Context: an optimization exercise on an open-source flow, tuned for small area, a short achievable clock period and few clock cycles per item. The choices shown serve that exercise and are no tape-out recipe.
Function was checked by simulation only, so behaviour that the tests miss may differ from the original.
Power is estimated from default activity; no workload was simulated.

--- design/flow/config.mk ---
export PLATFORM = sky130hd
export DESIGN_NAME = fft_top
export DESIGN_NICKNAME = fft_top
export VERILOG_FILES = /design/flow/design.v
export SDC_FILE = /design/flow/constraint.sdc
export NUM_CORES = 4
export LEC_CHECK = 0
export ABC_AREA = 1
export CAP_MARGIN = 20
export CORE_MARGIN = 2
export CORE_UTILIZATION = 40
export SETUP_SLACK_MARGIN = 3.0
export SLEW_MARGIN = 20
--- design/flow/design.v ---
`timescale 1ns/1ps
module fft_top (
  input  logic                       clk,
  input  logic                       reset_i,
  input  logic                       in_valid_i,
  output logic                       in_ready_o,
  input  logic [2*(4 + 4)-1:0] in_sample_i,
  output logic                       out_valid_o,
  input  logic                       out_ready_i,
  output logic [2*(4 + 4)-1:0] out_bin_o,
  output logic                       out_last_o
);
  logic [3:0][15:0] d_q, s_q, hi_q;
  logic [15:0]      bk1_q, bk3_q, bk5_q, bk7_q;
  logic [8:0]       z_q;
  logic             c7_q;
  logic [15:0]      out_q;
  logic             out_v_q, out_last_q;
  logic [2:0] fc_q;       
  logic       pa_cur_q;   
  logic [2:0] pa_q;       
  logic       bk_rdy_q;   
  logic [2:0] jc_q;       
  logic [2:0] ob_q;       
  logic       ir_q;       
  logic       rdy_q;      
  logic       vin_q;      
  logic [15:0] in_q;
  logic       st0_q, st1_q, w2_q, p2_q, p3_q, p4_q, p5_q, p6_q;
  logic       sa_d_q, sa_s0_q, sa_s1_q, sa_s2_q, sa_b1_q, sa_b3_q;
  logic       sb_d_q, sb_s1_q, sb_s2_q, sb_s3_q, sb_b5_q, sb_b7_q;
  logic       jx_q, j3_q;
  logic fire, start, step1, out_acc, ev, jstep;
  logic op;
  assign fire    = in_valid_i && rdy_q;
  assign op      = vin_q && ir_q;
  assign start   = st0_q;
  assign step1   = st1_q;
  assign out_acc = !out_v_q || out_ready_i;
  assign ev      = out_acc && (ob_q[2] || bk_rdy_q);
  assign jstep   = ev && !ob_q[2];
  logic [2:0] fc_n, pa_n, jc_n;
  logic       pa_cur_n, bk_rdy_n, ir_n;
  always_comb begin
    fc_n = op ? fc_q + 3'd1 : fc_q;
    if (op && fc_q == 3'd7)
      pa_cur_n = 1'b0;
    else if (start)
      pa_cur_n = 1'b1;
    else
      pa_cur_n = pa_cur_q;
    if (start)
      pa_n = 3'd1;
    else if (step1)
      pa_n = 3'd2;
    else if (pa_q >= 3'd2 && pa_q <= 3'd6)
      pa_n = pa_q + 3'd1;
    else
      pa_n = pa_q;
    if (p3_q)
      bk_rdy_n = 1'b1;
    else if (jstep && ob_q == 3'd3)
      bk_rdy_n = 1'b0;
    else
      bk_rdy_n = bk_rdy_q;
    if (p3_q)
      jc_n = 3'd0;
    else if (jstep)
      jc_n = jc_q + 3'd1;
    else
      jc_n = jc_q;
    case (fc_n)
      3'd0:             ir_n = (pa_n >= 3'd1);
      3'd1, 3'd2, 3'd3: ir_n = (pa_n >= 3'd2);
      3'd4, 3'd5:       ir_n = (pa_n >= 3'd4) && (jc_n >= 3'd1);
      3'd6:             ir_n = (pa_n >= 3'd4) && (jc_n >= 3'd3);
      default:          ir_n = pa_cur_n || (pa_n == 3'd7 && !bk_rdy_n);
    endcase
  end
  logic       w2_e, p2_e, p3_e, s1m_e;
  logic [2:0] ob_e;
  always_comb begin
    if (reset_i) begin
      w2_e = 1'b0;
      p2_e = 1'b0;
      p3_e = 1'b0;
      ob_e = 3'd0;
    end else begin
      w2_e = ((pa_n == 3'd7) && !bk_rdy_n && (fc_n == 3'd7) && !pa_cur_n) ||
             (pa_n == 3'd1);
      p2_e = (pa_n == 3'd2);
      p3_e = (pa_n == 3'd3);
      ob_e = ev ? ob_q + 3'd1 : ob_q;
    end
    s1m_e = w2_e || p2_e || p3_e;
  end
  always_ff @(posedge clk) begin
    sa_d_q  <= w2_e;
    sa_s0_q <= p2_e || (!s1m_e && ob_e[1:0] == 2'd0);
    sa_s1_q <= p3_e;
    sa_s2_q <= !s1m_e && ob_e[1:0] == 2'd2;
    sa_b1_q <= !s1m_e && ob_e[1:0] == 2'd1;
    sa_b3_q <= !s1m_e && ob_e[1:0] == 2'd3;
    sb_d_q  <= w2_e;
    sb_s2_q <= p2_e;
    sb_s3_q <= p3_e || (!s1m_e && ob_e[1:0] == 2'd2);
    sb_s1_q <= !s1m_e && ob_e[1:0] == 2'd0;
    sb_b5_q <= !s1m_e && ob_e[1:0] == 2'd1;
    sb_b7_q <= !s1m_e && ob_e[1:0] == 2'd3;
    jx_q    <= ob_e[1];
    j3_q    <= !s1m_e && ob_e[1:0] == 2'd3;
  end
  always_ff @(posedge clk) begin
    if (reset_i) begin
      fc_q     <= 3'd0;
      pa_cur_q <= 1'b0;
      pa_q     <= 3'd7;
      bk_rdy_q <= 1'b0;
      jc_q     <= 3'd4;
      ob_q     <= 3'd0;
      out_v_q  <= 1'b0;
      ir_q     <= 1'b1;
      rdy_q    <= 1'b1;
      vin_q    <= 1'b0;
      st0_q    <= 1'b0;
      st1_q    <= 1'b0;
      w2_q     <= 1'b0;
      p2_q     <= 1'b0;
      p3_q     <= 1'b0;
      p4_q     <= 1'b0;
      p5_q     <= 1'b0;
      p6_q     <= 1'b0;
    end else begin
      st0_q    <= (pa_n == 3'd7) && !bk_rdy_n && (fc_n == 3'd7) && !pa_cur_n;
      st1_q    <= (pa_n == 3'd1) && !pa_cur_n;
      w2_q     <= ((pa_n == 3'd7) && !bk_rdy_n && (fc_n == 3'd7) && !pa_cur_n) ||
                  (pa_n == 3'd1);
      p2_q     <= (pa_n == 3'd2);
      p3_q     <= (pa_n == 3'd3);
      p4_q     <= (pa_n == 3'd4);
      p5_q     <= (pa_n == 3'd5);
      p6_q     <= (pa_n == 3'd6);
      fc_q     <= fc_n;
      pa_cur_q <= pa_cur_n;
      pa_q     <= pa_n;
      bk_rdy_q <= bk_rdy_n;
      jc_q     <= jc_n;
      ir_q     <= ir_n;
      vin_q    <= rdy_q ? in_valid_i : vin_q;
      rdy_q    <= !(rdy_q ? in_valid_i : vin_q) || ir_n;
      if (ev) begin
        ob_q    <= ob_q + 3'd1;
        out_v_q <= 1'b1;
      end else if (out_acc) begin
        out_v_q <= 1'b0;
      end
    end
  end
  assign in_ready_o = rdy_q;
  always_ff @(posedge clk) begin
    if (rdy_q)
      in_q <= in_sample_i;
  end
  logic [15:0] x_sum, x_dif;
  assign x_sum = {d_q[0][15:8] + in_q[15:8], d_q[0][7:0] + in_q[7:0]};
  assign x_dif = {d_q[0][15:8] - in_q[15:8], d_q[0][7:0] - in_q[7:0]};
  always_ff @(posedge clk) begin
    if (op) begin
      d_q[0] <= d_q[1];
      d_q[1] <= d_q[2];
      d_q[2] <= d_q[3];
      d_q[3] <= fc_q[2] ? x_dif : in_q;
    end
  end
  logic [1:0]  j;
  logic        s1m;
  logic [15:0] opa, opb2;
  logic [7:0]  bx, by;
  logic        c_p, c_m;
  logic [8:0]  t_p, t_m;
  logic [7:0]  s1_lr, s1_hr, s1_p, s1_m;
  assign j   = ob_q[1:0];
  assign s1m = w2_q || p2_q || p3_q;
  assign opa = ({16{sa_d_q}}  & d_q[1]) | ({16{sa_s0_q}} & s_q[0]) |
               ({16{sa_s1_q}} & s_q[1]) | ({16{sa_s2_q}} & s_q[2]) |
               ({16{sa_b1_q}} & bk1_q)  | ({16{sa_b3_q}} & bk3_q);
  assign opb2 = ({16{sb_d_q}}  & {d_q[3][7:0], d_q[3][15:8]}) |
                ({16{sb_s1_q}} & s_q[1]) | ({16{sb_s2_q}} & s_q[2]) |
                ({16{sb_s3_q}} & s_q[3]) | ({16{sb_b5_q}} & bk5_q) |
                ({16{sb_b7_q}} & bk7_q);
  assign bx = opb2[15:8];
  assign by = opb2[7:0];
  assign c_p   = j3_q && !c7_q;
  assign c_m   = !j3_q || c7_q;
  assign t_p   = {opa[7:0], 1'b1} + {by, c_p};
  assign t_m   = {opa[7:0], 1'b1} + {~by, c_m};
  assign s1_lr = opa[15:8] + bx;
  assign s1_hr = opa[15:8] - bx;
  assign s1_p  = t_p[8:1];
  assign s1_m  = t_m[8:1];
  logic              tw7, tw_nr;
  logic signed [7:0] tw_r, tw_i;
  logic signed [8:0] tw_z;
  logic signed [12:0] tw_m;
  logic [7:0]        tw_f;
  assign tw7   = p4_q || p5_q;
  assign tw_nr = p3_q || p4_q;
  assign tw_r  = tw7 ? bk7_q[15:8] : bk5_q[15:8];
  assign tw_i  = tw7 ? bk7_q[7:0]  : bk5_q[7:0];
  assign tw_z  = tw_nr ? {tw_i[7], tw_i} - {tw_r[7], tw_r} : {tw_i[7], tw_i} + {tw_r[7], tw_r};
  assign tw_m  = {{4{z_q[8]}}, z_q} * 13'd11;
  assign tw_f  = tw_m[11:4];
  always_ff @(posedge clk) begin
    z_q <= tw_z;
    if (p6_q)
      c7_q <= (z_q[3:0] == 4'd0);
  end
  always_ff @(posedge clk) begin
    if (start) begin
      bk1_q <= {s1_lr, s1_m};                       
      bk3_q <= {s1_hr, s1_p};                       
    end
    if (step1) begin
      bk5_q <= {s1_lr, s1_m};                       
      bk7_q <= {s1_hr, s1_p};                       
    end
    if (p3_q) bk5_q[15:8] <= tw_f;          
    if (p4_q) bk5_q[7:0]  <= tw_f;          
    if (p5_q) bk7_q[15:8] <= tw_f;          
    if (p6_q) bk7_q[7:0]  <= tw_f;          
  end
  always_ff @(posedge clk) begin
    if (op && fc_q[2])
      s_q[fc_q[1:0]] <= x_sum;
    if (p2_q) begin
      s_q[0] <= {s1_lr, s1_p};                      
      s_q[2] <= {s1_hr, s1_m};                      
    end
    if (p3_q) begin
      s_q[1] <= {s1_lr, s1_p};                      
      s_q[3] <= {s1_m, s1_hr};                      
    end
  end
  logic [15:0] x_lo, x_hi;
  assign x_lo = {s1_lr, jx_q ? s1_m : s1_p};
  assign x_hi = {s1_hr, jx_q ? s1_p : s1_m};
  always_ff @(posedge clk) begin
    if (ev) begin
      out_q      <= ob_q[2] ? hi_q[0] : x_lo;
      out_last_q <= (ob_q == 3'd7);
      hi_q[0]    <= hi_q[1];
      hi_q[1]    <= hi_q[2];
      hi_q[2]    <= hi_q[3];
      hi_q[3]    <= x_hi;
    end
  end
  assign out_valid_o = out_v_q;
  assign out_bin_o   = out_q;
  assign out_last_o  = out_last_q;
endmodule
--- design/flow/run.sh ---
#!/bin/bash
# synth_recipe.tcl (not shown) runs the flow's synth.tcl, then flattens the netlist and writes it again
# the make line also repeats each setting of config.mk as NAME=value (left out here)
make -C /OpenROAD-flow-scripts/flow DESIGN_CONFIG=/design/flow/config.mk WORK_HOME=/design/flow/orfs CLKGATE_MAP_FILE= SYNTH_SCRIPT=/design/flow/synth_recipe.tcl finish
--- design/flow/constraint.sdc ---
create_clock -name core_clock -period 6.0 [get_ports {clk}]
set_input_delay 1.2000 -clock core_clock [delete_from_list [all_inputs] [get_ports {clk}]]
set_output_delay 1.2000 -clock core_clock [all_outputs]
set_load 0.01 [all_outputs]
==> metrics.md, run 1 <==
| Metric | Value |
|---|---|
| Crit path max fanout | 6 |
| Post-synthesis sequential area ratio | 53.0% |
| Inserted Diodes | 0 |
| Most common cell after layout, fill and taps aside | nand2_1 |
| CORE AREA | 44100 µm² |
| Synth area leaders | edfxtp_1 48%, nand2_1 10%, ha_1 6.4% |
| CTS tree | built |
| Hold Buf Count CTS | 0 |
| Synth unique cells | 55 |
| Drt drc | 0 |
| Chip width | 215 µm |
| Max VDD drop | 0.171 mV |
| CP Capture Type | flip-flop |
| Slowest cell on the critical path | xor2_1 |
| Async set-reset flop share out of synthesis | 0% |
| Adder-Cell Fraction of Synth Area | 8.01% |
| FF+latch count, synth | 329 |
| Setup_tns | 0 ns |
| Root Driver | clkbuf_16 |
| RePlAce Congestion | 0.900 |
| Share of cells above drive strength 1 | 11.2% |
| Clock buffer depth | 3 |
| Top cell type's share of synthesized area | 48.4% |
| Slew Limit Fails | 0 |
| Most frequent cells in the layout | 466 x nand2_1, 288 x edfxtp_1, 223 x inv_1, 129 x a21oi_1, 115 x nand3_1 |
| Pwr/cell area | 238 nW/µm² |
| Worst-Skew Late Latency | 0.56 ns |
| Main combinational cell family by area after synthesis | simple AND/OR/NAND/NOR gates |
| Leakage | 8.57 nW |
| Number of DRC markers in iteration 0 | 1574 |
| Fin cells | 2594 |
| Syn Std Cell Area | 17900 µm² |
| Initial antenna violation count | 0 |
| Ys flop type | edfxtp_1 |
| Total number of vias | 14350 |
| RSZ-0062 raised after global routing | yes |
| Kind of critical path | reg -> reg |
| Final Power | 0.00493 W |
| Final setup vio count | 0 |
| Worst relative slew slack | 30.4% |
| Tmin final | 3.08 ns |
| Simple-Gate Fraction of Synth Area | 18.4% |
| Final design utilization | 46.9% |
| Clk_skew | 0.0319 ns |
| Final Hold Viols | 0 |
| Port Buf Inserts | 38 |
| WP data required | 6.41 ns |
| CTS Buf Count | 37 |
| Avg Cell Area, Syn | 9.26 µm² |
| Area Growth Syn to Fin | 15.9% |
| Setup crit start kind | flip-flop |
| Core Rows | 77 |
| Remaining antenna violation count | 0 |
| Vias in the first global route | 13812 |
| Remaining global-route overflow | 0 |
| Worst-margin pin slew | 1.04 ns |
| Overall routing resource usage | 23.1% |
| Largest net degree at the start of global routing | 67 |
| Sequence of cells on the critical path | clkinvlp_4 -> buf_12 -> o21ai_0 -> nor3_2 -> inv_1 -> ha_1 -> nor2_1 -> nand2_1 -> nand2_1 -> xor2_1 -> nor2_1 -> a21oi_1 |
| Status | no timing/DRC/antenna violations |
| Synth Area in XOR/XNOR | 2.44% |
| IO Pins | 39 |
| Max cap viols | 0 |
| Clk sinks | 329 |
| Vias per inst | 5.53 |
| Clock slew at reported path FFs | 0.06 ns |
| Synthesized instance count | 1929 |
| Placed Cells | 2500 |
| TritonRoute pass-1 iters | 5 |
| Starting density of the core | 40.5% |
| Hpwl dp | 37400 µm |
| Hold Crit Class | reg -> reg |
| Post-Route WL | 54500 µm |
| Crit-path max cell delay | 0.75 ns |
| Synth area leader | edfxtp_1 |
| Nets | 2102 |
| CTS H-tree lvls | 2 |
| Warnings, synthesis | 1 |
| Final period util | 51.3% |
| Mux contribution to synthesized area | 0.434% |
| Critical Path AT | 3.49 ns |
| First-pass GRT wire length | 81900 µm |
| Number of synthesized flops with an enable pin | 288 |
| DR WL/cell | 21.0 µm |
| Max Freq | 325 MHz |
| Synthesized net count | 2055 |
| Die height | 215 µm |
| Die area | 46400 µm² |
| Post-synthesis compound-gate area fraction | 10.7% |
==> synth_stat cells (4+ instances only) <==
library cell  instances
clkbuf_1             48
o21bai_1              7
buf_2                 7
o21ai_1               9
nor2_1              100
inv_1               235
nor3_1               21
xnor2_1              10
a31oi_1              11
o2111ai_1             5
o22ai_1              10
or2_2                 5
ha_1                 92
a221oi_1              4
buf_1                10
a22oi_1              17
dfxtp_1              41
o21ai_2               5
o211ai_1              6
xor2_1               36
o21ai_0             117
nand2_2               4
a21oi_1             134
nand2_1             485
fa_1                 14
mux2_2                6
nand4_1              37
edfxtp_1            288
nand3_1             120
o21a_1                4
==> final cells by class <==
type	count	area, µm²
clock buffer	52	1020
clock inverter	13	68.8
fill	4241	23400
inverter	240	932
multi-input combinational	1286	7610
sequential	329	9490
tap	592	741
timing repair buffer	80	831
timing repair inverter	2	12.5
==> routing by layer <==
layer	global-route usage, %	up-vias	wire [µm]
met4	9.13	0	2270
met5	0	-	0
li1	-	6634	-
met3	3.24	127	4550
met2	37.4	654	24900
met1	31.3	6935	22800
==> where the power goes <==
part / internal, W / switching (W) / leakage [nW] / total, W
Sequential: 0.00250 / 0.0000187 / 2.98 / 0.00252
Combinational: 0.0000914 / 0.000199 / 5.05 / 0.000290
Clock: 0.00119 / 0.000932 / 0.543 / 0.00212
==> cells by family after synthesis <==
group | count (synthesis)
muxes | 7
xor gates and xnor gates | 48
and+or+nand+nor | 783
buffers and inverters | 315
DFF | 329
AOI/OAI and AO/OA | 341
adders and majority gates | 106
==> flip-flops by register name, summed over array words and instances (netlist names), 9 cells and up <==
name and flops:
bk7_q 16, s_q 64, bk5_q 16, in_q 16, out_q 16, d_q 64, z_q 9, bk1_q 16
hi_q 64, bk3_q 14
==> metrics by stage <==
stage	hold WS (ns)	area [µm²]	setup WS, ns
floorplan	0.400	17900	2.57
global placement	0.401	18800	2.23
detailed placement	0.405	18800	2.15
CTS	0.405	20300	2.86
global route	0.417	20700	2.87
finish	0.411	20700	2.92
==> final timing paths <==
kind | from | to | slack, ns | cells past startpoint
worst max-delay path | sb_s1_q | s_q[43] | 2.92 | 12
worst min-delay path | hi_q[52] | hi_q[36] | 0.41 | 0
worst max register to register | sb_s1_q | s_q[43] | 2.92 | 12
worst min register to register | hi_q[52] | hi_q[36] | 0.41 | 0
==> critical path: cells and delay by family (launching register included) <==
family | cells | cell delay [ns]
xor gates and xnor gates | 1 | 0.75
AOI/OAI and AO/OA | 2 | 0.56
and+or+nand+nor | 5 | 0.48
buffers and inverters | 3 | 0.48
DFF | 1 | 0.40
adders and majority gates | 1 | 0.26
==> what timing repair did <==
action,in CTS,in global routing
buffers inserted,9,15
cloned,4,1
pin swaps,8,15
resized for setup,58,71
endpoints found under the setup margin,170,126
Testbench counts, summed over its fixed seeds: cycles 4,200, frames 512.
==> run 2: changes to the inputs <==
--- a/design/flow/config.mk
+++ b/design/flow/config.mk
@@ -11,2 +11,3 @@
 export CORE_UTILIZATION = 40
+export CTS_BUF_LIST = sky130_fd_sc_hd__clkbuf_4 sky130_fd_sc_hd__clkbuf_8
 export SETUP_SLACK_MARGIN = 3.0
==> metrics.md, run 2 <==
| Metric | Value |
|---|---|
| Final setup vio count | 0 (unchanged) |
| Top flop regs | d_q x64, hi_q x64, s_q x64 (unchanged) |
| Overall routing resource usage | 23.1% (about the same) |
| Dpl ws | 2.15 ns (unchanged) |
| Area Growth Syn to Fin | 17.6% (was 15.9%) |
| Setup crit start kind | flip-flop (unchanged) |
| Leakage | 8.74 nW (was 8.57 nW) |
| Clock slew at reported path FFs | 0.06 ns (about the same) |
| Remaining antenna violation count | 0 (unchanged) |
| Number of synthesized flops with an enable pin | 288 (unchanged) |
| Final Power | 0.00518 W (was 0.00493 W) |
| IO Pins | 39 (unchanged) |
| Final design utilization | 47.6% (was 46.9%) |
| Post-Route WL | 54200 µm (was 54500 µm) |
| Worst-margin pin slew | 1.06 ns (was 1.04 ns) |
| Warnings, synthesis | 1 (unchanged) |
| Post-synthesis sequential area ratio | 53.0% (unchanged) |
| Max VDD drop | 0.157 mV (was 0.171 mV) |
| Synth area leader | edfxtp_1 (unchanged) |
| Port Buf Inserts | 38 (unchanged) |
| Cell area after layout | 21000 µm² (was 20700 µm²) |
| Core Rows | 77 (unchanged) |
| Synthesized net count | 2055 (unchanged) |
| CTS Buf Count | 57 (was 37) |
| Ys flop type | edfxtp_1 (unchanged) |
| Final period util | 49.2% (was 51.3%) |
| Number of DRC markers in iteration 0 | 1506 (was 1574) |
| CP Capture Type | flip-flop (unchanged) |
| Clk sinks | 329 (unchanged) |
| Die height | 215 µm (unchanged) |
| Die area | 46400 µm² (unchanged) |
| Async set-reset flop share out of synthesis | 0% (unchanged) |
| Status | no timing/DRC/antenna violations (unchanged) |
| Inserted Diodes | 0 (unchanged) |
| Tmin final | 2.95 ns (was 3.08 ns) |
| Avg Cell Area, Syn | 9.26 µm² (unchanged) |
| Pwr/cell area | 246 nW/µm² (was 238 nW/µm²) |
| Final Hold Viols | 0 (unchanged) |
| RSZ-0062 raised after global routing | yes (unchanged) |
| Placed cell area | 18800 µm² (unchanged) |
| TritonRoute pass-1 iters | 7 (was 5) |
| CTS tree | built (unchanged) |
| FF+latch count, synth | 329 (unchanged) |
| Critical Path AT | 3.37 ns (was 3.49 ns) |
| DR WL/cell | 20.5 µm (was 21.0 µm) |
| Max Freq | 339 MHz (was 325 MHz) |
| Vias per inst | 5.43 (was 5.53) |
| Synth area leaders | edfxtp_1 48%, nand2_1 10%, ha_1 6.4% (unchanged) |
| Synth unique cells | 55 (unchanged) |
| Initial antenna violation count | 0 (unchanged) |
| Commonest cells post-synth | 485 x nand2_1, 288 x edfxtp_1, 235 x inv_1, 134 x a21oi_1, 120 x nand3_1 (unchanged) |
| Setup ws final | 3.05 ns (was 2.92 ns) |
| Share of cells above drive strength 1 | 13.9% (was 11.2%) |
| CORE AREA | 44100 µm² (unchanged) |
| Clock buffer depth | 3 (unchanged) |
| First-pass GRT wire length | 81800 µm (was 81900 µm) |
| Most frequent cells in the layout | 466 x nand2_1, 288 x edfxtp_1, 224 x inv_1, 129 x a21oi_1, 115 x nand3_1 (was 466 x nand2_1, 288 x edfxtp_1, 223 x inv_1, 129 x a21oi_1, 115 x nand3_1) |
| Remaining global-route overflow | 0 (unchanged) |
| Clk_skew | 0.0340 ns (was 0.0319 ns) |
| Hpwl dp | 37400 µm (unchanged) |
| Chip width | 215 µm (unchanged) |
| Drt drc | 0 (unchanged) |
| CTS H-tree lvls | 2 (unchanged) |
| Worst-Skew Late Latency | 0.67 ns (was 0.56 ns) |
| Crit path max fanout | 8 (was 6) |
| Syn Std Cell Area | 17900 µm² (unchanged) |
| Max cap viols | 0 (unchanged) |
| RePlAce Congestion | 0.900 (unchanged) |
| Root Driver | clkbuf_8 (was clkbuf_16) |
| Cell with the most instances after synthesis | nand2_1 (unchanged) |
| Largest net degree at the start of global routing | 67 (unchanged) |
| Hold Crit Class | reg -> reg (unchanged) |
| Starting density of the core | 40.5% (unchanged) |
| Most common cell after layout, fill and taps aside | nand2_1 (unchanged) |
| Synthesized instance count | 1929 (unchanged) |
| Fillers | 4209 (was 4241) |
| Kind of critical path | reg -> reg (unchanged) |
| Setup_tns | 0 ns (unchanged) |
| Total number of vias | 14336 (was 14350) |
| Nets | 2128 (was 2102) |
| Vias in the first global route | 13959 (was 13812) |
| Worst relative slew slack | 29.0% (was 30.4%) |
| Slew Limit Fails | 0 (unchanged) |
| WP data required | 6.42 ns (was 6.41 ns) |
| Top cell type's share of synthesized area | 48.4% (unchanged) |
-- run 2: worst max-delay path, cell delays in order (launching register included) --
cell and delay [ns]:
dfxtp_4 0.40, clkinvlp_4 0.21, buf_6 0.18, o21ai_4 0.15, a221oi_4 0.07, nand3_2 0.11, buf_4 0.11, ha_1 0.13
inv_1 0.06, fa_2 0.37, nand3_1 0.12, nand2_2 0.09, nand2_2 0.08, a21oi_1 0.06, o21ai_1 0.16, nand2_2 0.20
buf_4 0.20
-- run 2: cells by family after synthesis --
group                      count (synthesis)  synth area share [%]
buffers and inverters                    315                  7.01
xor gates and xnor gates                  48                  2.44
muxes                                      7                 0.434
AOI/OAI and AO/OA                        341                  10.7
DFF                                      329                  53.0
adders and majority gates                106                  8.01
and+or+nand+nor                          783                  18.4
-- run 2: layout make-up --
type                       instances  area [µm²]  area share, %
tap                              592         741           3.53
inverter                         240         930           4.42
sequential                       329        9490           45.2
timing repair buffer              87         857           4.08
clock buffer                      84        1040           4.97
clock inverter                    23         275           1.31
timing repair inverter             1        5.00         0.0238
multi-input combinational       1286        7660           36.5
-- run 2: power breakdown --
part,internal (W),leakage [nW],switching (W)
clock,0.00138,0.684,0.000988
combinational,0.0000916,5.08,0.000199
sequential,0.00250,2.98,0.0000186
-- run 2: routing by layer --
metal	track usage, %	wire (µm)	share of wire [%]
met2	37.4	25300	47
met3	3.66	4460	8.2
met1	31.2	22700	42
met4	8.97	1840	3.4
met5	0	0	0
-- run 2: stage by stage --
stage	std cells	hold WS, ns
after global placement	2500	0.401
after global routing	2642	0.422
after floorplan	1929	0.400
after detailed placement	2500	0.405
after CTS	2616	0.413
final	2642	0.414
-- run 2: timing repair --
action,in CTS,in global routing
buffers inserted,7,23
setup endpoints to repair,164,98
resized for setup,52,93
pin swaps,5,28
hold buffers,0,0
gates cloned,2,2
-- run 2: path summary, 6_finish.rpt --
kind                  from   endpoint  slack (ns)  cells past startpoint
setup / recovery   sb_s1_q  bk3_q[14]        3.05                     16
hold / removal    hi_q[38]   hi_q[22]        0.41                      0
setup reg to reg   sb_s1_q  bk3_q[14]        3.05                     16
hold reg to reg   hi_q[38]   hi_q[22]        0.41                      0
==> run 3: changes to the inputs <==
--- a/design/flow/design.v
+++ b/design/flow/design.v
@@ -17,3 +17,3 @@
   logic [15:0]      out_q;
-  logic             out_v_q, out_last_q;
+  logic             out_v_q;
   logic [2:0] fc_q;       
@@ -32,2 +32,3 @@
   logic       jx_q, j3_q;
+  logic       evc_q;      
   logic fire, start, step1, out_acc, ev, jstep;
@@ -39,3 +40,3 @@
   assign out_acc = !out_v_q || out_ready_i;
-  assign ev      = out_acc && (ob_q[2] || bk_rdy_q);
+  assign ev      = out_acc && evc_q;
   assign jstep   = ev && !ob_q[2];
@@ -121,2 +122,3 @@
       out_v_q  <= 1'b0;
+      evc_q    <= 1'b0;
       ir_q     <= 1'b1;
@@ -148,2 +150,3 @@
       ir_q     <= ir_n;
+      evc_q    <= (ev ? (ob_q[2] ^ (ob_q[1:0] == 2'd3)) : ob_q[2]) || bk_rdy_n;
       vin_q    <= rdy_q ? in_valid_i : vin_q;
@@ -160,3 +163,3 @@
   always_ff @(posedge clk) begin
-    if (rdy_q)
+    if (!vin_q || ir_q)
       in_q <= in_sample_i;
@@ -249,3 +252,2 @@
       out_q      <= ob_q[2] ? hi_q[0] : x_lo;
-      out_last_q <= (ob_q == 3'd7);
       hi_q[0]    <= hi_q[1];
@@ -258,3 +260,3 @@
   assign out_bin_o   = out_q;
-  assign out_last_o  = out_last_q;
+  assign out_last_o  = (ob_q == 3'd0);
 endmodule
--- a/design/flow/config.mk
+++ b/design/flow/config.mk
@@ -11,3 +11,2 @@
 export CORE_UTILIZATION = 40
-export CTS_BUF_LIST = sky130_fd_sc_hd__clkbuf_4 sky130_fd_sc_hd__clkbuf_8
 export SETUP_SLACK_MARGIN = 3.0
==> metrics.md, run 3 <==
| Metric | Value |
|---|---|
| Avg Cell Area, Syn | 9.20 µm² (was 9.26 µm²) |
| Crit path max fanout | 4 (was 8) |
| Root Driver | clkbuf_16 (was clkbuf_8) |
| Slowest cell on the critical path | xnor2_1 (was dfxtp_4) |
| Kind of critical path | reg -> reg (unchanged) |
| Synthesized instance count | 1932 (was 1929) |
| Die height | 215 µm (about the same) |
| Clock buffer depth | 3 (unchanged) |
| Status | no timing/DRC/antenna violations (unchanged) |
| Int Power | 0.00451 W (was 0.00397 W) |
| Synth unique cells | 47 (was 55) |
| Final Power | 0.00665 W (was 0.00518 W) |
| Post-synthesis sequential area ratio | 53.2% (was 53.0%) |
| Leakage | 8.48 nW (was 8.74 nW) |
| Most frequent cells in the layout | 459 x nand2_1, 287 x edfxtp_1, 199 x inv_1, 129 x a21oi_1, 124 x nand3_1 (was 466 x nand2_1, 288 x edfxtp_1, 224 x inv_1, 129 x a21oi_1, 115 x nand3_1) |
| Final period util | 48.5% (was 49.2%) |
| Clock power share | 36.6% (was 45.7%) |
| Setup_tns | 0 ns (unchanged) |
| Vias in the first global route | 13608 (was 13959) |
| Worst Path Buf+Inv | 2 (was 5) |
| Warnings, synthesis | 1 (unchanged) |
| Share of cells above drive strength 1 | 11.6% (was 13.9%) |
| Total number of vias | 14062 (was 14336) |
| Initial antenna violation count | 0 (unchanged) |
| Clk_skew | 0.0236 ns (was 0.0340 ns) |
| Pwr/cell area | 322 nW/µm² (was 246 nW/µm²) |
| Synth area leaders | edfxtp_1 49%, nand2_1 10%, ha_1 6.5% (was edfxtp_1 48%, nand2_1 10%, ha_1 6.4%) |
| Fillers | 4179 (was 4209) |
| WP data required | 6.27 ns (was 6.42 ns) |
| Clock slew at reported path FFs | 0.06 ns (about the same) |
| Die area | 46100 µm² (was 46400 µm²) |
| CTS H-tree lvls | 2 (unchanged) |
| Synth area leader | edfxtp_1 (unchanged) |
| Fin Hold WS | 0.414 ns (about the same) |
| Max VDD drop | 0.271 mV (was 0.157 mV) |
| Sequence of cells on the critical path | ha_1 -> inv_1 -> fa_1 -> inv_1 -> ha_1 -> a21oi_1 -> o21ai_1 -> xnor2_1 -> o21ai_1 (was clkinvlp_4 -> buf_6 -> o21ai_4 -> a221oi_4 -> nand3_2 -> buf_4 -> ha_1 -> inv_1 -> fa_2 -> nand3_1 -> nand2_2 -> nand2_2 -> a21oi_1 -> o21ai_1 -> nand2_2 -> buf_4) |
| RSZ-0062 raised after global routing | yes (unchanged) |
| Sw Pwr | 0.00214 W (was 0.00121 W) |
| Top cell type's share of synthesized area | 48.5% (was 48.4%) |
| Worst-margin pin slew | 0.906 ns (was 1.06 ns) |
| DR WL/cell | 20.4 µm (was 20.5 µm) |
| Largest net degree at the start of global routing | 52 (was 67) |
| Number of DRC markers in iteration 0 | 1468 (was 1506) |
| Clk sinks | 329 (unchanged) |
| Most common cell after layout, fill and taps aside | nand2_1 (unchanged) |
| Final setup vio count | 0 (unchanged) |
| Hold Buf Count CTS | 0 (unchanged) |
| Port Buf Inserts | 38 (unchanged) |
| Remaining antenna violation count | 0 (unchanged) |
| Overall routing resource usage | 22.6% (was 23.1%) |
| Area Growth Syn to Fin | 16.2% (was 17.6%) |
| Tmin final | 2.91 ns (was 2.95 ns) |
| Worst-Skew Late Latency | 0.57 ns (was 0.67 ns) |
| Core Rows | 77 (unchanged) |
| Starting density of the core | 40.4% (was 40.5%) |
| CP Capture Type | flip-flop (unchanged) |
| Hold Crit Class | reg -> reg (unchanged) |
| Logic pwr share | 24.5% (was 5.6%) |
| CTS tree | built (unchanged) |
| CTS Buf Count | 38 (was 57) |
| Top flop regs | d_q x64, hi_q x64, s_q x64 (unchanged) |
| RePlAce Congestion | 0.915 (was 0.900) |
| Drt drc | 0 (unchanged) |
| Nets | 2100 (was 2128) |
| Async set-reset flop share out of synthesis | 0% (unchanged) |
| Placed cell area | 18700 µm² (was 18800 µm²) |
| Setup crit start kind | flip-flop (unchanged) |
| First-pass GRT wire length | 79700 µm (was 81800 µm) |
| Max cap viols | 0 (unchanged) |
| Worst relative slew slack | 39.2% (was 29.0%) |
| Final design utilization | 46.9% (was 47.6%) |
| Sequential Power Share | 38.9% (was 48.7%) |
| FF+latch count, synth | 329 (unchanged) |
| Inserted Diodes | 0 (unchanged) |
| Commonest cells post-synth | 473 x nand2_1, 287 x edfxtp_1, 204 x inv_1, 134 x a21oi_1, 131 x nand3_1 (was 485 x nand2_1, 288 x edfxtp_1, 235 x inv_1, 134 x a21oi_1, 120 x nand3_1) |
| TritonRoute pass-1 iters | 5 (was 7) |
| Final Hold Viols | 0 (unchanged) |
| Post-Route WL | 52900 µm (was 54200 µm) |
| Ys flop type | edfxtp_1 (unchanged) |
| Slew Limit Fails | 0 (unchanged) |
| Syn Std Cell Area | 17800 µm² (was 17900 µm²) |
| Critical Path AT | 3.19 ns (was 3.37 ns) |
| Max Freq | 343 MHz (was 339 MHz) |
| Number of synthesized flops with an enable pin | 287 (was 288) |
| Hpwl dp | 37800 µm (was 37400 µm) |
| Cell with the most instances after synthesis | nand2_1 (unchanged) |
| Remaining global-route overflow | 0 (unchanged) |
| Cell area after layout | 20600 µm² (was 21000 µm²) |
| IO Pins | 39 (unchanged) |
| Chip width | 215 µm (about the same) |
| Sw Ratio | 32.2% (was 23.3%) |
| Crit-path max cell delay | 0.62 ns (was 0.40 ns) |
| Vias per inst | 5.42 (was 5.43) |
| Delay-heaviest family, CP | adder cells (was buffers and inverters) |
| CORE AREA | 44000 µm² (was 44100 µm²) |
| Synthesized net count | 2058 (was 2055) |
[run 3: changes by cell type after synthesis, sizes merged, moves of 3 or more]
cell    previous run  this run
inv              237       244
o21a               4         1
buf               24        21
nand4             37        33
nand2            489       474
nor2             102       106
o21bai             7         4
xor2              38        35
nand3            121       132
o21ai            131       136
[run 3: metal layers]
metal,GRT usage (%),vias up,wire length [µm]
li1,-,6651,-
met5,0,-,0
met2,34.8,632,23500
met1,31.3,6655,22600
met3,4.13,124,4690
met4,9.58,0,2160
[run 3: final cells by class]
class | instances | area [µm²] | area share (%)
inverter | 248 | 972 | 4.71
timing repair inverter | 1 | 8.76 | 0.0424
multi-input combinational | 1282 | 7440 | 36.1
timing repair buffer | 74 | 698 | 3.38
tap | 592 | 741 | 3.59
clock inverter | 23 | 295 | 1.43
clock buffer | 47 | 1000 | 4.87
sequential | 329 | 9480 | 45.9
[run 3: final timing paths]
check                   to  depth (start not counted)  startpoint  slack (ns)
setup / recovery  bk7_q[2]                          9      z_q[4]        3.09
hold reg to reg    d_q[29]                          0     d_q[45]        0.41
setup reg to reg  bk7_q[2]                          9      z_q[4]        3.09
hold / removal     d_q[29]                          0     d_q[45]        0.41
[run 3: cells by family after synthesis]
kind of cell	synth area share [%]
AND/OR/NAND/NOR	18.2
buffers and inverters	6.99
XOR/XNOR	2.27
adder cells (fa/ha/maj)	8.06
AO/OA/AOI/OAI	10.8
flip-flops	53.2
multiplexers	0.437
[run 3: repair_timing]
item | CTS | global route
gates cloned | 1 | 1
buffers inserted | 6 | 12
resized for setup | 50 | 70
pin swaps | 4 | 12
setup endpoints to repair | 139 | 146
[run 3: power by group through the flow]
stage,Sequential (W),Combinational [W],Clock (W)
floorplan,0.00262,0.00105,0
finish,0.00259,0.00163,0.00243
detailed placement,0.00264,0.00150,0
global placement,0.00263,0.00147,0
global route,0.00259,0.00180,0.00254
CTS,0.00259,0.00155,0.00247
[run 3: metrics by stage]
stage	worst slack [ns]	instances
after floorplan	2.44	1932
after global placement	2.37	2506
after detailed placement	2.28	2506
after CTS	2.98	2583
after global routing	2.95	2596
final	3.09	2596
Testbench counts of run 3, summed over its fixed seeds: cycles 4,200, frames 512.
==> run 4: changes to the inputs <==
--- a/design/flow/config.mk
+++ b/design/flow/config.mk
@@ -11,2 +11,4 @@
 export CORE_UTILIZATION = 40
+export CTS_CLUSTER_DIAMETER = 100
+export CTS_CLUSTER_SIZE = 30
 export SETUP_SLACK_MARGIN = 3.0
==> metrics.md, run 4 <==
| Metric | Value |
|---|---|
| Status | no timing/DRC/antenna violations (unchanged) |
| Starting density of the core | 40.4% (unchanged) |
| Final setup vio count | 0 (unchanged) |
| Worst-margin pin slew | 0.900 ns (was 0.906 ns) |
| Total number of vias | 13897 (was 14062) |
| Setup_tns | 0 ns (unchanged) |
| Clock buffer depth | 3 (unchanged) |
| Synth area leaders | edfxtp_1 49%, nand2_1 10%, ha_1 6.5% (unchanged) |
| Hold Buf Count CTS | 0 (unchanged) |
| Remaining antenna violation count | 0 (unchanged) |
| RSZ-0062 raised after global routing | yes (unchanged) |
| CP Capture Type | primary output (was flip-flop) |
| Max cap viols | 0 (unchanged) |
| Met3 global-route usage | 3.16% (was 4.13%) |
| Async set-reset flop share out of synthesis | 0% (unchanged) |
| Global-route track usage on met2 | 34.9% (was 34.8%) |
| CTS H-tree lvls | 1 (was 2) |
| Root Driver | clkbuf_16 (unchanged) |
| Leakage | 8.08 nW (was 8.48 nW) |
| Slew Limit Fails | 0 (unchanged) |
| Cell area after layout | 19800 µm² (was 20600 µm²) |
| Number of DRC markers in iteration 0 | 1382 (was 1468) |
| Hpwl dp | 37800 µm (unchanged) |
| Warnings, synthesis | 1 (unchanged) |
| Most frequent cells in the layout | 460 x nand2_1, 287 x edfxtp_1, 199 x inv_1, 129 x a21oi_1, 124 x nand3_1 (was 459 x nand2_1, 287 x edfxtp_1, 199 x inv_1, 129 x a21oi_1, 124 x nand3_1) |
| Die area | 46100 µm² (unchanged) |
| Max Freq | 342 MHz (was 343 MHz) |
| Clk_skew | 0.0354 ns (was 0.0236 ns) |
| Final Hold Viols | 0 (unchanged) |
| Vias per inst | 5.45 (was 5.42) |
| Drt drc | 0 (unchanged) |
| Core Rows | 77 (unchanged) |
| CORE AREA | 44000 µm² (unchanged) |
| Top cell type's share of synthesized area | 48.5% (unchanged) |
| Critical Path AT | 1.72 ns (was 3.19 ns) |
| Placed cell area | 18700 µm² (unchanged) |
| Crit-path max cell delay | 0.51 ns (was 0.62 ns) |
| Most common cell after layout, fill and taps aside | nand2_1 (unchanged) |
| Avg Cell Area, Syn | 9.20 µm² (unchanged) |
| Crit path max fanout | 18 (was 4) |
| Post-Route WL | 52100 µm (was 52900 µm) |
| Synth area leader | edfxtp_1 (unchanged) |
| Synthesized instance count | 1932 (unchanged) |
| Tmin final | 2.92 ns (was 2.91 ns) |
| Pwr/cell area | 276 nW/µm² (was 322 nW/µm²) |
| Port Buf Inserts | 38 (unchanged) |
| Vias in the first global route | 13352 (was 13608) |
| Setup crit start kind | flip-flop (unchanged) |
| Worst-Skew Late Latency | 0.53 ns (was 0.57 ns) |
| Slowest cell on the critical path | dfxtp_1 (was xnor2_1) |
| RePlAce Congestion | 0.915 (unchanged) |
| DR WL/cell | 20.4 µm (about the same) |
| Largest net degree at the start of global routing | 52 (unchanged) |
| Number of synthesized flops with an enable pin | 287 (unchanged) |
| Syn Std Cell Area | 17800 µm² (unchanged) |
| Synth unique cells | 47 (unchanged) |
| First-pass GRT wire length | 78900 µm (was 79700 µm) |
| FF+latch count, synth | 329 (unchanged) |
| GR Layer Usage met1 | 31.3% (about the same) |
| Dpl ws | 2.28 ns (unchanged) |
| CTS tree | built (unchanged) |
| Final period util | 48.7% (was 48.5%) |
| Chip width | 215 µm (unchanged) |
| Overall routing resource usage | 22.1% (was 22.6%) |
| CTS Buf Count | 15 (was 38) |
| Ys flop type | edfxtp_1 (unchanged) |
| Share of cells above drive strength 1 | 9.80% (was 11.6%) |
| Cell with the most instances after synthesis | nand2_1 (unchanged) |
| Area Growth Syn to Fin | 11.6% (was 16.2%) |
| Kind of critical path | reg -> out (was reg -> reg) |
| Clock slew at reported path FFs | 0.12 ns (was 0.06 ns) |
| GR peak layer | met2 (unchanged) |
| Clk sinks | 329 (unchanged) |
| Post-synthesis sequential area ratio | 53.2% (unchanged) |
| Nets | 2076 (was 2100) |
| Sequence of cells on the critical path | buf_4 -> nor2_1 -> dlygate4sd2_1 (was ha_1 -> inv_1 -> fa_1 -> inv_1 -> ha_1 -> a21oi_1 -> o21ai_1 -> xnor2_1 -> o21ai_1) |
| IO Pins | 39 (unchanged) |
| Commonest cells post-synth | 473 x nand2_1, 287 x edfxtp_1, 204 x inv_1, 134 x a21oi_1, 131 x nand3_1 (unchanged) |
| Synthesized net count | 2058 (unchanged) |
| TritonRoute pass-1 iters | 5 (unchanged) |
| Hold Crit Class | reg -> reg (unchanged) |
| Top flop regs | d_q x64, hi_q x64, s_q x64 (unchanged) |
| Max VDD drop | 0.259 mV (was 0.271 mV) |
| Worst relative slew slack | 39.6% (was 39.2%) |
| Die height | 215 µm (unchanged) |
| Remaining global-route overflow | 0 (unchanged) |
| WP data required | 4.80 ns (was 6.27 ns) |
| Setup ws final | 3.08 ns (was 3.09 ns) |
| Initial antenna violation count | 0 (unchanged) |
| Inserted Diodes | 0 (unchanged) |
==> run 4: cell counts after synthesis <==
No cell type changed its count.
==> run 4: critical path, delay by kind of cell (launching register included) <==
kind / cells / cell delay [ns]
buf+inv: 2 / 0.60
flops: 1 / 0.51
simple gates: 1 / 0.09
==> run 4: timing repair <==
item,4_1_cts,5_1_grt
setup buffers,5,12
pin swaps,4,12
cloned,1,1
setup endpoints to repair,141,148
gates resized for setup,50,65
==> run 4: worst paths after layout <==
check | startpoint | endpoint | slack (ns) | cells past startpoint
worst min register to register | d_q[41] | d_q[25] | 0.42 | 0
worst min-delay path | d_q[41] | d_q[25] | 0.42 | 0
worst max register to register | z_q[3] | bk7_q[7] | 3.14 | 12
worst max-delay path | ob_q[2] | out_last_o | 3.08 | 3
==> run 4: cells by family (layout without fill, tap and decap cells) <==
family | count (synthesis) | count (layout) | synth area share, %
mux | 7 | 7 | 0.437
flops | 329 | 329 | 53.2
simple gates | 777 | 778 | 18.2
fa+ha+maj | 106 | 106 | 8.06
xor+xnor | 46 | 46 | 2.27
buf+inv | 322 | 348 | 6.99
compound gates | 345 | 345 | 10.8
==> run 4: metal layers <==
metal,routed length (µm),up-vias
met5,0,-
li1,-,6563
met4,1810,0
met2,23400,576
met3,4140,110
met1,22700,6648
==> run 4: through the flow <==
step	instances	power [W]	hold WS [ns]	utilization [%]
after floorplan	1932	0.00366	0.400	-
after global placement	2506	0.00411	0.400	42.6
after detailed placement	2506	0.00413	0.405	42.6
after CTS	2538	0.00544	0.428	44.2
after global routing	2551	0.00576	0.438	45.0
final	2551	0.00548	0.418	45.0
==> run 4: cell type report <==
cell class              count  area, µm²
clock buffers              22        444
repair buffers             73        698
fillers                  4255      24200
clock inverters             4       36.3
inverters                 248        970
repair inverters            1       8.76
multi-input cells        1282       7450
well taps                 592        741
flip-flops and latches    329       9480
==> run 4: power breakdown <==
part / switching [W] / internal [W] / total (W)
sequential: 0.0000521 / 0.00253 / 0.00258
combinational: 0.00110 / 0.000514 / 0.00162
clock: 0.000741 / 0.000539 / 0.00128
total: 0.00190 / 0.00358 / 0.00548
==> run 5: changes to the inputs <==
--- a/design/flow/config.mk
+++ b/design/flow/config.mk
@@ -12,3 +12,3 @@
 export CTS_CLUSTER_DIAMETER = 100
-export CTS_CLUSTER_SIZE = 30
+export CTS_CLUSTER_SIZE = 24
 export SETUP_SLACK_MARGIN = 3.0
==> metrics.md, run 5 <==
| Metric | Value |
|---|---|
| Port Buf Inserts | 38 (unchanged) |
| Final setup vio count | 0 (unchanged) |
| Placed Cells | 2506 (unchanged) |
| Clock slew at reported path FFs | 0.11 ns (was 0.12 ns) |
| Remaining global-route overflow | 0 (unchanged) |
| Leakage | 8.05 nW (was 8.08 nW) |
| TritonRoute pass-1 iters | 5 (unchanged) |
| Slew Limit Fails | 0 (unchanged) |
| Ys flop type | edfxtp_1 (unchanged) |
| Number of DRC markers in iteration 0 | 1455 (was 1382) |
| Share of cells above drive strength 1 | 9.39% (was 9.80%) |
| Max VDD drop | 0.262 mV (was 0.259 mV) |
| Hold Crit Class | reg -> reg (unchanged) |
| Die area | 46100 µm² (unchanged) |
| Synthesized net count | 2058 (unchanged) |
| Die height | 215 µm (unchanged) |
| Vias in the first global route | 13291 (was 13352) |
| GR Layer Usage met1 | 31.5% (was 31.3%) |
| Number of synthesized flops with an enable pin | 287 (unchanged) |
| Int Power | 0.00359 W (was 0.00358 W) |
| Clock power share | 23.4% (about the same) |
| FF+latch count, synth | 329 (unchanged) |
| RePlAce Congestion | 0.915 (unchanged) |
| Warnings, synthesis | 1 (unchanged) |
| FF/Latch Area | 9480 µm² (about the same) |
| Post-synthesis sequential area ratio | 53.2% (unchanged) |
| Initial antenna violation count | 0 (unchanged) |
| Cell with the most instances after synthesis | nand2_1 (unchanged) |
| Commonest cells post-synth | 473 x nand2_1, 287 x edfxtp_1, 204 x inv_1, 134 x a21oi_1, 131 x nand3_1 (unchanged) |
| Largest net degree at the start of global routing | 52 (unchanged) |
| Syn Std Cell Area | 17800 µm² (unchanged) |
| Kind of critical path | reg -> reg (was reg -> out) |
| Starting density of the core | 40.4% (unchanged) |
| Max cap viols | 0 (unchanged) |
| Synth area leader | edfxtp_1 (unchanged) |
| Worst-margin pin slew | 0.987 ns (was 0.900 ns) |
| Worst relative slew slack | 33.7% (was 39.6%) |
| CP Capture Type | flip-flop (was primary output) |
| Remaining antenna violation count | 0 (unchanged) |
| Worst-Skew Late Latency | 0.53 ns (about the same) |
| Post-Route WL | 52400 µm (was 52100 µm) |
| Setup crit start kind | flip-flop (unchanged) |
| Tmin final | 2.92 ns (about the same) |
| DR WL/cell | 20.5 µm (was 20.4 µm) |
| Top flop regs | d_q x64, hi_q x64, s_q x64 (unchanged) |
| Area of the multi-input gates | 7420 µm² (was 7450 µm²) |
| IO Pins | 39 (unchanged) |
| Final period util | 48.7% (about the same) |
| Setup_tns | 0 ns (unchanged) |
| Top cell type's share of synthesized area | 48.5% (unchanged) |
| Sw Pwr | 0.00191 W (was 0.00190 W) |
| Max Freq | 342 MHz (about the same) |
| Avg Cell Area, Syn | 9.20 µm² (unchanged) |
| CORE AREA | 44000 µm² (unchanged) |
| Async set-reset flop share out of synthesis | 0% (unchanged) |
| Core Rows | 77 (unchanged) |
| Nets | 2076 (unchanged) |
| CTS H-tree lvls | 1 (unchanged) |
| Root Driver | clkbuf_16 (unchanged) |
| Clk sinks | 329 (unchanged) |
| Fin cells | 2552 (was 2551) |
| Synthesized instance count | 1932 (unchanged) |
| Logic pwr share | 29.6% (was 29.5%) |
| Drt drc | 0 (unchanged) |
| Chip width | 215 µm (unchanged) |
| Sw Ratio | 34.7% (was 34.6%) |
| Final Hold Viols | 0 (unchanged) |
| Area Growth Syn to Fin | 11.2% (was 11.6%) |
| Most common cell after layout, fill and taps aside | nand2_1 (unchanged) |
| GR peak layer | met2 (unchanged) |
| Clk_skew | 0.0267 ns (was 0.0354 ns) |
| Vias per inst | 5.45 (about the same) |
| CTS Buf Count | 17 (was 15) |
| Most frequent cells in the layout | 459 x nand2_1, 287 x edfxtp_1, 198 x inv_1, 129 x a21oi_1, 124 x nand3_1 (was 460 x nand2_1, 287 x edfxtp_1, 199 x inv_1, 129 x a21oi_1, 124 x nand3_1) |
| Inserted Diodes | 0 (unchanged) |
| Fillers | 4255 (unchanged) |
| Critical Path AT | 3.32 ns (was 1.72 ns) |
| WP data required | 6.39 ns (was 4.80 ns) |
| Sequential Power Share | 47.0% (was 47.1%) |
| Global-route track usage on met2 | 34.7% (was 34.9%) |
| Met3 global-route usage | 3.04% (was 3.16%) |
| Pwr/cell area | 278 nW/µm² (was 276 nW/µm²) |
| First-pass GRT wire length | 79000 µm (was 78900 µm) |
| Hpwl dp | 37800 µm (unchanged) |
| Overall routing resource usage | 22.2% (was 22.1%) |
| Crit path max fanout | 51 (was 18) |
| Status | no timing/DRC/antenna violations (unchanged) |
| Synth area leaders | edfxtp_1 49%, nand2_1 10%, ha_1 6.5% (unchanged) |
| Synth unique cells | 47 (unchanged) |
| CTS tree | built (unchanged) |
| RSZ-0062 raised after global routing | yes (unchanged) |
| Total number of vias | 13905 (was 13897) |
| Clock buffer depth | 3 (unchanged) |
run 5: cell types whose count changed in the layout (fill, tap and decap cells not counted), moves of 2 or more:
cell,before,now
buf_12,3,1
buf_4,27,25
buf_8,0,2
clkbuf_1,5,11
inv_8,2,0
nand2_2,13,15
run 5: worst max-delay path, cell delays in order (launching register included):
cell	delay, ns
dfxtp_4	0.41
buf_6	0.24
a21oi_1	0.21
nand3_2	0.14
inv_1	0.09
ha_1	0.14
inv_1	0.06
fa_1	0.40
xnor2_1	0.81
nor2_1	0.11
a21oi_1	0.15
run 5: layer usage:
layer / wire (µm) / share of wire, %
met1: 22900 / 44
met2: 23600 / 45
met3: 4130 / 7.9
met4: 1770 / 3.4
met5: 0 / 0
run 5: repair_timing:
item | 4_1_cts | 5_1_grt
setup endpoints to repair | 142 | 161
hold buffers | 0 | 0
buffers inserted | 5 | 10
gates resized for setup | 45 | 63
cloned | 1 | 1
pin swaps | 2 | 15
hold endpoints to repair | 0 | 0
run 5: layout make-up:
type | instances | share of cell area (%)
clock buffers | 28 | 2.36
clock inverters | 1 | 0.0443
inverters | 248 | 4.91
multi-input cells | 1282 | 37.5
flip-flops and latches | 329 | 48.0
well taps | 592 | 3.75
repair buffers | 71 | 3.41
repair inverters | 1 | 0.0443
run 5: cell families after synthesis:
group,Yosys count,share of synthesized area [%]
AND/OR/NAND/NOR,777,18.2
AO/OA/AOI/OAI,345,10.8
flip-flops,329,53.2
buffers and inverters,322,6.99
adder cells (fa/ha/maj),106,8.06
XOR/XNOR,46,2.27
multiplexers,7,0.437
run 5: path summary, 6_finish.rpt:
path            from      end  slack, ns  cells past startpoint
min reg2reg  d_q[41]  d_q[25]       0.42                      0
max          sa_s1_q  s_q[50]       3.08                     10
min          d_q[41]  d_q[25]       0.42                      0
max reg2reg  sa_s1_q  s_q[50]       3.08                     10
run 5: stage by stage:
step / setup slack, ns / utilization, % / cell area (µm²) / hold WS, ns / power [W]
2_1_floorplan: 2.44 / - / 17800 / 0.400 / 0.00366
3_3_place_gp: 2.37 / 42.6 / 18700 / 0.400 / 0.00411
3_5_place_dp: 2.28 / 42.6 / 18700 / 0.405 / 0.00413
4_1_cts: 2.85 / 44.1 / 19400 / 0.419 / 0.00545
5_1_grt: 2.95 / 44.9 / 19800 / 0.432 / 0.00577
6_report: 3.08 / 44.9 / 19800 / 0.420 / 0.00550
run 5: power groups by stage:
stage,clock network [W],logic [W],registers (W)
CTS,0.00132,0.00155,0.00258
global route,0.00138,0.00180,0.00259
finish,0.00129,0.00163,0.00258
floorplan,0,0.00105,0.00262
detailed placement,0,0.00150,0.00264
global placement,0,0.00147,0.00263
==> run 6: changes to the inputs <==
--- a/design/flow/config.mk
+++ b/design/flow/config.mk
@@ -13,2 +13,3 @@
 export CTS_CLUSTER_SIZE = 24
+export PLACE_DENSITY = 0.85
 export SETUP_SLACK_MARGIN = 3.0
==> metrics.md, run 6 <==
| Metric | Value |
|---|---|
| CTS tree | built (unchanged) |
| Share of cells above drive strength 1 | 9.48% (was 9.39%) |
| Max cap viols | 0 (unchanged) |
| Largest net degree at the start of global routing | 67 (was 52) |
| Total number of vias | 14606 (was 13905) |
| IO Pins | 39 (unchanged) |
| Synth area leaders | edfxtp_1 49%, nand2_1 10%, ha_1 6.5% (unchanged) |
| Post-Route WL | 53100 µm (was 52400 µm) |
| WP data required | 6.36 ns (was 6.39 ns) |
| DR WL/cell | 20.8 µm (was 20.5 µm) |
| Worst relative slew slack | 33.0% (was 33.7%) |
| Fin Hold WS | 0.415 ns (was 0.420 ns) |
| Clk_skew | 0.0349 ns (was 0.0267 ns) |
| Adder-Cell Fraction of Synth Area | 8.06% (unchanged) |
| First-pass GRT wire length | 80100 µm (was 79000 µm) |
| Most frequent cells in the layout | 462 x nand2_1, 287 x edfxtp_1, 197 x inv_1, 129 x nand3_1, 127 x a21oi_1 (was 459 x nand2_1, 287 x edfxtp_1, 198 x inv_1, 129 x a21oi_1, 124 x nand3_1) |
| Commonest cells post-synth | 473 x nand2_1, 287 x edfxtp_1, 204 x inv_1, 134 x a21oi_1, 131 x nand3_1 (unchanged) |
| Starting density of the core | 40.4% (unchanged) |
| Setup_tns | 0 ns (unchanged) |
| Drt drc | 0 (unchanged) |
| Worst-margin pin slew | 0.998 ns (was 0.987 ns) |
| CP Capture Type | flip-flop (unchanged) |
| Vias per inst | 5.71 (was 5.45) |
| Dpl ws | 2.43 ns (was 2.28 ns) |
| Number of DRC markers in iteration 0 | 2338 (was 1455) |
| Port Buf Inserts | 38 (unchanged) |
| Die height | 215 µm (unchanged) |
| Cell with the most instances after synthesis | nand2_1 (unchanged) |
| Hpwl dp | 37200 µm (was 37800 µm) |
| Area Growth Syn to Fin | 11.4% (was 11.2%) |
| Synth area leader | edfxtp_1 (unchanged) |
| Root Driver | clkbuf_16 (unchanged) |
| Core Rows | 77 (unchanged) |
| Syn Std Cell Area | 17800 µm² (unchanged) |
| Synthesized instance count | 1932 (unchanged) |
| CORE AREA | 44000 µm² (unchanged) |
| Pwr/cell area | 275 nW/µm² (was 278 nW/µm²) |
| Kind of critical path | reg -> reg (unchanged) |
| RePlAce Congestion | 0.995 (was 0.915) |
| Clock slew at reported path FFs | 0.11 ns (about the same) |
| Synthesized net count | 2058 (unchanged) |
| Async set-reset flop share out of synthesis | 0% (unchanged) |
| Post-synthesis sequential area ratio | 53.2% (unchanged) |
| Placed Cells | 2508 (was 2506) |
| Top cell type's share of synthesized area | 48.5% (unchanged) |
| Hold Crit Class | reg -> reg (unchanged) |
| Max VDD drop | 0.315 mV (was 0.262 mV) |
| Fin cells | 2556 (was 2552) |
| Simple-Gate Fraction of Synth Area | 18.2% (unchanged) |
| Critical Path AT | 3.35 ns (was 3.32 ns) |
| Ys flop type | edfxtp_1 (unchanged) |
| Leakage | 8.06 nW (was 8.05 nW) |
| Sequence of cells on the critical path | clkinv_8 -> o2111ai_1 -> nor2_4 -> fa_1 -> xnor2_1 -> nand2_1 -> a31oi_1 (was buf_6 -> a21oi_1 -> nand3_2 -> inv_1 -> ha_1 -> inv_1 -> fa_1 -> xnor2_1 -> nor2_1 -> a21oi_1) |
| Synth unique cells | 47 (unchanged) |
| Initial antenna violation count | 5 (was 0) |
| Main combinational cell family by area after synthesis | simple AND/OR/NAND/NOR gates (unchanged) |
| Die area | 46100 µm² (unchanged) |
| Chip width | 215 µm (unchanged) |
| Remaining antenna violation count | 0 (unchanged) |
| Crit-path max cell delay | 0.82 ns (was 0.81 ns) |
| Avg Cell Area, Syn | 9.20 µm² (unchanged) |
| Warnings, synthesis | 1 (unchanged) |
| Final setup vio count | 0 (unchanged) |
| Number of synthesized flops with an enable pin | 287 (unchanged) |
| Final period util | 49.9% (was 48.7%) |
| RSZ-0062 raised after global routing | yes (unchanged) |
| Clk sinks | 329 (unchanged) |
| Tmin final | 2.99 ns (was 2.92 ns) |
| Slew Limit Fails | 0 (unchanged) |
| Overall routing resource usage | 22.2% (about the same) |
| Post-synthesis compound-gate area fraction | 10.8% (unchanged) |
| Crit path max fanout | 40 (was 51) |
| Vias in the first global route | 14015 (was 13291) |
| Max Freq | 334 MHz (was 342 MHz) |
| Top flop regs | d_q x64, hi_q x64, s_q x64 (unchanged) |
| Mux contribution to synthesized area | 0.437% (unchanged) |
| FF+latch count, synth | 329 (unchanged) |
| Setup crit start kind | flip-flop (unchanged) |
| Setup ws final | 3.01 ns (was 3.08 ns) |
| Final Hold Viols | 0 (unchanged) |
| CTS H-tree lvls | 1 (unchanged) |
| Slowest cell on the critical path | xnor2_1 (unchanged) |
| Worst-Skew Late Latency | 0.53 ns (about the same) |
| TritonRoute pass-1 iters | 9 (was 5) |
| Status | no timing/DRC/antenna violations (unchanged) |
| Most common cell after layout, fill and taps aside | nand2_1 (unchanged) |
| Synth Area in XOR/XNOR | 2.27% (unchanged) |
| Remaining global-route overflow | 0 (unchanged) |
| CTS Buf Count | 17 (unchanged) |
| Nets | 2079 (was 2076) |
| Clock buffer depth | 3 (unchanged) |
run 6: timing repair:
item | CTS | global route
hold buffers | 0 | 0
hold endpoints to repair | 0 | 0
setup buffers | 2 | 14
gates cloned | 1 | 1
pin swaps | 2 | 11
endpoints found under the setup margin | 194 | 96
gates resized for setup | 31 | 76
run 6: worst paths after layout:
path	endpoint	start	depth (start not counted)	slack, ns
min	hi_q[12]	hi_q[28]	0	0.42
min reg2reg	hi_q[12]	hi_q[28]	0	0.42
max reg2reg	out_q[1]	sa_s1_q	7	3.01
max	out_q[1]	sa_s1_q	7	3.01
run 6: cell type report:
cell class,count,area (µm²)
Timing Repair inverter,1,7.51
Timing Repair Buffer,74,721
Antenna cell,1,2.50
Fill cell,4044,24200
Clock buffer,27,463
Clock inverter,2,35.0
Sequential cell,329,9470
Multi-Input combinational cell,1282,7380
Inverter,248,972
Tap cell,592,741
run 6: logic make-up after synthesis:
family | count (synthesis)
xor+xnor | 46
fa+ha+maj | 106
flops | 329
compound gates | 345
mux | 7
buf+inv | 322
simple gates | 777
run 6: report_power, final:
group	switching, W	internal [W]
Combinational	0.00105	0.000498
Clock	0.000725	0.000583
Sequential	0.0000569	0.00253
Total	0.00183	0.00361
run 6: metal layers:
layer	wire length [µm]	vias up	track usage (%)
li1	-	6576	-
met1	19700	6831	28.4
met2	23300	956	34.6
met3	6390	237	5.11
met4	3580	6	12.7
met5	48	-	0
run 6: through the flow:
| stage | util [%] | total power (W) | instance area (µm²) |
|---|---|---|---|
| detailed placement | 42.6 | 0.00407 | 18800 |
| global placement | 42.6 | 0.00404 | 18800 |
| finish | 45.0 | 0.00544 | 19800 |
| global route | 45.0 | 0.00571 | 19800 |
| CTS | 44.0 | 0.00535 | 19400 |
| floorplan | - | 0.00366 | 17800 |
run 6: critical path, delay by kind of cell, from the launching register on:
family | cells | cell delay, ns
xor gates and xnor gates | 1 | 0.82
AOI/OAI and AO/OA | 2 | 0.67
DFF | 1 | 0.41
and+or+nand+nor | 2 | 0.24
adders and majority gates | 1 | 0.49
buffers and inverters | 1 | 0.20
==> run 7: changes to the inputs <==
--- a/design/flow/config.mk
+++ b/design/flow/config.mk
@@ -13,3 +13,3 @@
 export CTS_CLUSTER_SIZE = 24
-export PLACE_DENSITY = 0.85
+export GPL_TIMING_DRIVEN = 0
 export SETUP_SLACK_MARGIN = 3.0
==> metrics.md, run 7 <==
| Metric | Value |
|---|---|
| Core Rows | 77 (unchanged) |
| Most frequent cells in the layout | 436 x nand2_1, 287 x edfxtp_1, 197 x inv_1, 118 x a21oi_1, 115 x nand3_1 (was 462 x nand2_1, 287 x edfxtp_1, 197 x inv_1, 129 x nand3_1, 127 x a21oi_1) |
| Remaining global-route overflow | 0 (unchanged) |
| Crit path max fanout | 10 (was 40) |
| Final period util | 50.4% (was 49.9%) |
| IO Pins | 39 (unchanged) |
| Drt drc | 0 (unchanged) |
| Mux contribution to synthesized area | 0.437% (unchanged) |
| Warnings, synthesis | 1 (unchanged) |
| Root Driver | clkbuf_16 (unchanged) |
| RePlAce Congestion | 0.989 (was 0.995) |
| Max VDD drop | 0.229 mV (was 0.315 mV) |
| Hpwl dp | 43000 µm (was 37200 µm) |
| CTS tree | built (unchanged) |
| CORE AREA | 44000 µm² (unchanged) |
| Final setup vio count | 0 (unchanged) |
| Setup crit start kind | flip-flop (unchanged) |
| Largest net degree at the start of global routing | 64 (was 67) |
| CTS H-tree lvls | 1 (unchanged) |
| CP startpoint | sa_s1_q (unchanged) |
| Chip width | 215 µm (unchanged) |
| Avg Cell Area, Syn | 9.20 µm² (unchanged) |
| Synth area leader | edfxtp_1 (unchanged) |
| Slew Limit Fails | 0 (unchanged) |
| Adder-Cell Fraction of Synth Area | 8.06% (unchanged) |
| Area Growth Syn to Fin | 19.6% (was 11.4%) |
| Clock buffer depth | 3 (unchanged) |
| Synthesized net count | 2058 (unchanged) |
| Synth unique cells | 47 (unchanged) |
| CTS Buf Count | 18 (was 17) |
| Number of DRC markers in iteration 0 | 1658 (was 2338) |
| Vias per inst | 5.55 (was 5.71) |
| Clock slew at reported path FFs | 0.10 ns (was 0.11 ns) |
| R2r endpoint | out_q[7] (was out_q[1]) |
| Status | no timing/DRC/antenna violations (unchanged) |
| Reg2Reg Depth | 17 (was 7) |
| CP Capture Type | flip-flop (unchanged) |
| Syn Std Cell Area | 17800 µm² (unchanged) |
| Reg2reg setup slack | 2.97 ns (was 3.01 ns) |
| TritonRoute pass-1 iters | 6 (was 9) |
| Post-synthesis compound-gate area fraction | 10.8% (unchanged) |
| Die height | 215 µm (unchanged) |
| Ys flop type | edfxtp_1 (unchanged) |
| Main combinational cell family by area after synthesis | simple AND/OR/NAND/NOR gates (unchanged) |
| Worst-Skew Late Latency | 0.56 ns (was 0.53 ns) |
| Kind of critical path | reg -> reg (unchanged) |
| Final Power | 0.00563 W (was 0.00544 W) |
| Share of cells above drive strength 1 | 15.9% (was 9.48%) |
| Nets | 2163 (was 2079) |
| Worst-margin pin slew | 1.01 ns (was 0.998 ns) |
| Hold Buf Count CTS | 0 (unchanged) |
| Clk sinks | 329 (unchanged) |
| FF+latch count, synth | 329 (unchanged) |
| Leakage | 8.64 nW (was 8.06 nW) |
| Port Buf Inserts | 38 (unchanged) |
| Commonest cells post-synth | 473 x nand2_1, 287 x edfxtp_1, 204 x inv_1, 134 x a21oi_1, 131 x nand3_1 (unchanged) |
| Hold Crit Class | reg -> reg (unchanged) |
| Fin cells | 2642 (was 2556) |
| Cell with the most instances after synthesis | nand2_1 (unchanged) |
| Placed Cells | 2569 (was 2508) |
| Final design utilization | 48.3% (was 45.0%) |
| Hold Startpoint | d_q[37] (was hi_q[28]) |
| Worst relative slew slack | 32.3% (was 33.0%) |
| Synthesized instance count | 1932 (unchanged) |
| Top flop regs | d_q x64, hi_q x64, s_q x64 (unchanged) |
| Initial antenna violation count | 0 (was 5) |
| Die area | 46100 µm² (unchanged) |
| Critical Path AT | 3.32 ns (was 3.35 ns) |
| RSZ-0062 raised after global routing | yes (unchanged) |
| Clk_skew | 0.0319 ns (was 0.0349 ns) |
| Tmin final | 3.03 ns (was 2.99 ns) |
==> run 7: cell counts after synthesis <==
No cell type changed its count.
==> run 7: how the worst min path moves through the flow <==
stage          cells past startpoint        to  slack, ns
2_1_floorplan                      0   d_q[16]       0.40
3_3_place_gp                       0   d_q[29]       0.40
3_5_place_dp                       0  hi_q[27]       0.41
4_1_cts                            0   d_q[21]       0.42
5_1_grt                            0   d_q[21]       0.43
6_report                           0   d_q[21]       0.41
==> run 7: layout make-up <==
cell class / instances / area [µm²]
clock buffer: 27 / 547
clock inverter: 5 / 48.8
buffer: 74 / 526
antenna: 1 / 2.50
tap: 592 / 741
fill: 4104 / 22800
timing repair buffer: 85 / 927
multi-input combinational: 1281 / 8000
sequential: 329 / 9480
inverter: 248 / 980
==> run 7: report_power, final <==
part / internal (W) / switching, W
logic: 0.000510 / 0.00108
registers: 0.00253 / 0.0000557
clock network: 0.000669 / 0.000787
total: 0.00371 / 0.00192
==> run 7: cells by family (layout without fill, tap and decap cells) <==
| group | count (synthesis) | after routing |
|---|---|---|
| AO/OA/AOI/OAI | 345 | 345 |
| XOR/XNOR | 46 | 46 |
| adder cells (fa/ha/maj) | 106 | 106 |
| AND/OR/NAND/NOR | 777 | 777 |
| multiplexers | 7 | 7 |
| flip-flops | 329 | 329 |
| other | 0 | 1 |
| buffers and inverters | 322 | 439 |
==> run 7: layer usage <==
layer	vias to the layer above	wire, µm	global-route usage, %
met4	0	2680	11.1
met3	144	4960	4.74
met1	7104	23800	32.6
met5	-	0	0
met2	654	26000	38.2
li1	6765	-	-
==> run 7: worst max-delay path, cell delays in order, from the launching register on <==
cell and delay [ns]:
dfxtp_1 0.34, buf_6 0.15, inv_6 0.05, clkbuf_16 0.17, buf_4 0.14, o2111ai_4 0.28
nor2_4 0.09, buf_4 0.15, fa_2 0.41, nand3b_1 0.22, nand2_2 0.13, nand2_1 0.10
nand3_4 0.12, inv_2 0.05, nand2_2 0.10, nand3_1 0.10, nand3_2 0.11, nand2_1 0.06
==> run 7: through the flow <==
stage / area (µm²) / setup slack (ns) / hold slack (ns)
floorplan: 17800 / 2.44 / 0.400
global placement: 18900 / 0.322 / 0.401
detailed placement: 19100 / 1.90 / 0.405
CTS: 20600 / 2.98 / 0.417
global route: 21300 / 2.88 / 0.430
finish: 21300 / 2.97 / 0.414
==> run 7: timing repair <==
action	CTS	global route
gates resized for setup	179	135
buffers inserted	20	20
pin swaps	24	43
setup endpoints to repair	155	103

-- static timing again, ports no longer ideal --
Ports are ideal in the flow. The routed layouts listed here were re-timed in OpenROAD. Step 1 sets driving cells, clkbuf_16 on the clock port and buf_2 on the other inputs (assumed; they add their load-dependent delay and slew). Step 2, shift: input delay + t, output delay - t, t = (earliest + latest rising clock arrival at the registers) / 2. This alone moves slack from input paths to output paths. a / b / c = ideal / step 1 / step 2; a / b = the first two.
run | shift t [ns] | setup WS [ns]
run 1 | 0.601 | 2.922 / 2.922 / 2.688
run 2 | 0.711 | 3.049 / 2.998 / 2.507
run 3 | 0.611 | 3.088 / 3.088 / 2.589
run 4 | 0.572 | 3.079 / 3.026 / 2.662
run 5 | 0.573 | 3.076 / 3.043 / 2.647
run 6 | 0.567 | 3.009 / 3.009 / 2.706
run 7 | 0.599 | 2.974 / 2.974 / 2.636
After both steps every run listed still meets setup and hold.
